This is an optimization exercise on Yosys and OpenROAD, whose aim is small area, a short achievable clock period and few clock cycles per item, not a production implementation. Function was checked by simulation only, so behaviour that the tests miss may differ from the original.

== run G ==
// sorted_two_list_merge_top
module sorted_two_list_merge_top (
  input  wire logic         clk,
  input  wire logic         rst,
  input  wire logic         in_valid,
  output      logic         in_ready,
  input  wire logic [1:0]   action,
  input  wire logic [31:0]  item_value,
  output      logic         out_valid,
  input  wire logic         out_ready,
  output      logic [31:0]  merged_value,
  output      logic [1:0]   status,
  output      logic         last
);
make LEC_CHECK=0 ABC_CLOCK_PERIOD_IN_PS=3000 CAP_MARGIN=20 CORE_MARGIN=2 CORE_UTILIZATION=40 SETUP_SLACK_MARGIN=5 SLEW_MARGIN=20 finish   # period 8.0 ns
run.sh (not shown) runs the stock make flow with config.mk's settings and CLKGATE_MAP_FILE= SYNTH_SCRIPT=/design/flow/synth_recipe.tcl, a recipe that flattens the netlist after the stock synthesis.
Testbench counts of run G, summed over its fixed seeds: cycles 4,343, items 3,618.
> inputs changed (run G -> run M)
--- a/flow/design.v
+++ b/flow/design.v
@@ -55,52 +55,53 @@
       mact <= sv ? sact : action;
       mval <= sv ? sval : item_value;
     end
   end
   logic [31:0] mem_a [D];
   logic [31:0] mem_b [D];
   logic [4:0]  wp_a, wp_b;       
   logic [D-1:0] hp_a, hp_b;      
   logic [5:0]  occ_a, occ_b;     
-  logic signed [31:0] rd_a, rd_b;  
+  logic [31:0] rn_a, rn_b;       
+  logic signed [31:0] h_a, h_b;  
   logic [5:0]  ln_a, ln_b;       
   logic        uns_a, uns_b;     
   logic signed [31:0] tl_a, tl_b;   
   always_comb begin
-    rd_a = '0;
-    rd_b = '0;
+    rn_a = '0;
+    rn_b = '0;
     for (int i = 0; i < D; i++) begin
-      rd_a = rd_a | (mem_a[i] & {32{hp_a[i]}});
-      rd_b = rd_b | (mem_b[i] & {32{hp_b[i]}});
+      rn_a = rn_a | (mem_a[(i + 1) % D] & {32{hp_a[i]}});
+      rn_b = rn_b | (mem_b[(i + 1) % D] & {32{hp_b[i]}});
     end
   end
   logic        j0v, j1v;
   logic [1:0]  j0st, j1st;
   logic [5:0]  ra, rb;           
   logic [5:0]  j1a, j1b;
   logic        go;               
   logic        emit;             
   logic        j0_merge;
   logic        take_a;
   logic        pop_a, pop_b;
   logic        e_last;
   logic        done;
   logic [31:0] e_val;
   logic [6:0]  rsum;
   assign j0_merge = (j0st == stlm_pkg::ST_SUCCESS);
   assign emit     = j0v && go;
-  assign take_a   = (ra != '0) && ((rb == '0) || (rd_a < rd_b));
+  assign take_a   = (ra != '0) && ((rb == '0) || (h_a < h_b));
   assign pop_a    = emit && j0_merge && take_a;
   assign pop_b    = emit && j0_merge && !take_a;
   assign rsum     = {1'b0, ra} + {1'b0, rb};
   assign e_last   = !j0_merge || (rsum == 7'd1);
   assign done     = emit && e_last;
-  assign e_val    = !j0_merge ? 32'd0 : (take_a ? rd_a : rd_b);
+  assign e_val    = !j0_merge ? 32'd0 : (take_a ? h_a : h_b);
   logic cmd_m;
   logic full_a, full_b;
   logic push_a, push_b, enq;
   logic [1:0] enq_st;
   logic drop;                    
   logic qfree;                   
   assign cmd_m  = mv && (mact == stlm_pkg::ACT_MERGE);
   assign full_a = ln_a[5];
   assign full_b = ln_b[5];
@@ -184,18 +185,24 @@
     end else begin
       if (pop_a) ra <= ra_dec;
       if (pop_b) rb <= rb_dec;
     end
   end
   always_ff @(posedge clk) begin
     if (push_a) mem_a[wp_a] <= mval;
     if (push_b) mem_b[wp_b] <= mval;
   end
+  always_ff @(posedge clk) begin
+    if (pop_a) h_a <= (occ_a == 6'd1) ? mval : rn_a;
+    else if (occ_a == '0) h_a <= mval;
+    if (pop_b) h_b <= (occ_b == 6'd1) ? mval : rn_b;
+    else if (occ_b == '0) h_b <= mval;
+  end
   logic [5:0] occ_a_np, occ_b_np;
   logic [5:0] occ_a_pp, occ_b_pp;
   always_comb begin
     if (drop) begin
       occ_a_np = occ_a - ln_a;
       occ_b_np = occ_b - ln_b;
       occ_a_pp = occ_a - ln_a - 6'd1;
       occ_b_pp = occ_b - ln_b - 6'd1;
     end else begin
Results
Run M completed every stage of the flow, and the final layout passed the timing, design-rule and antenna checks. Run G: no failed stages, no open violations at the end. Run M vs run G: clock buffer count down slightly. Comparing run G and run M, the higher cell count is on run M. The run with more routed wire is run G, not run M. Between run G and run M, the fraction of area in clock buffers and inverters figures differ only marginally. For the final routed wire length divided by cell count, run M came in 2.8% lower than run G did. Against run G, run M reports a minimum period implied by the final worst setup slack that is lower. [run M] sequential cell area in the final layout rose 0.0018 mm² relative to run G. In the tables for run G and run M, count of cell types in the netlist reads lower with run G. Against run G, weighted congestion reported at the end of routability-driven placement in run M fell by a few percent. | fraction of area in registers | higher: run M |. Total via count after detailed routing: run M vs run G, no meaningful difference. Share of the clock period used by the worst path in run M is 4.9 points lower than in run G.
Testbench counts of run M, summed over its fixed seeds: cycles 4,343, items 3,618.

-- afterwards: timing with drivers on the ports --
The results above use ideal ports. As a check the final layouts listed here were re-extracted and re-timed, cells and wires unchanged. Step 1, drivers: a clkbuf_16 drives clk and a buf_2 each remaining input, both assumed. Step 2 times the ports against the registers' clock, not the clock port: input delays grow and output delays shrink by t, the midpoint of the rising clock arrivals with the driver on. Three values: ideal, step 1, step 2; two values: the first two.
run	shift t [ns]	setup WS [ns]	worst hold slack (ns)
run G	0.956	3.677 / 3.677 / 3.677	0.471 / 0.471 / 0.471
run M	0.935	4.068 / 4.068 / 4.068	0.450 / 0.450 / 0.450
After both steps setup and hold are still met in every run listed.
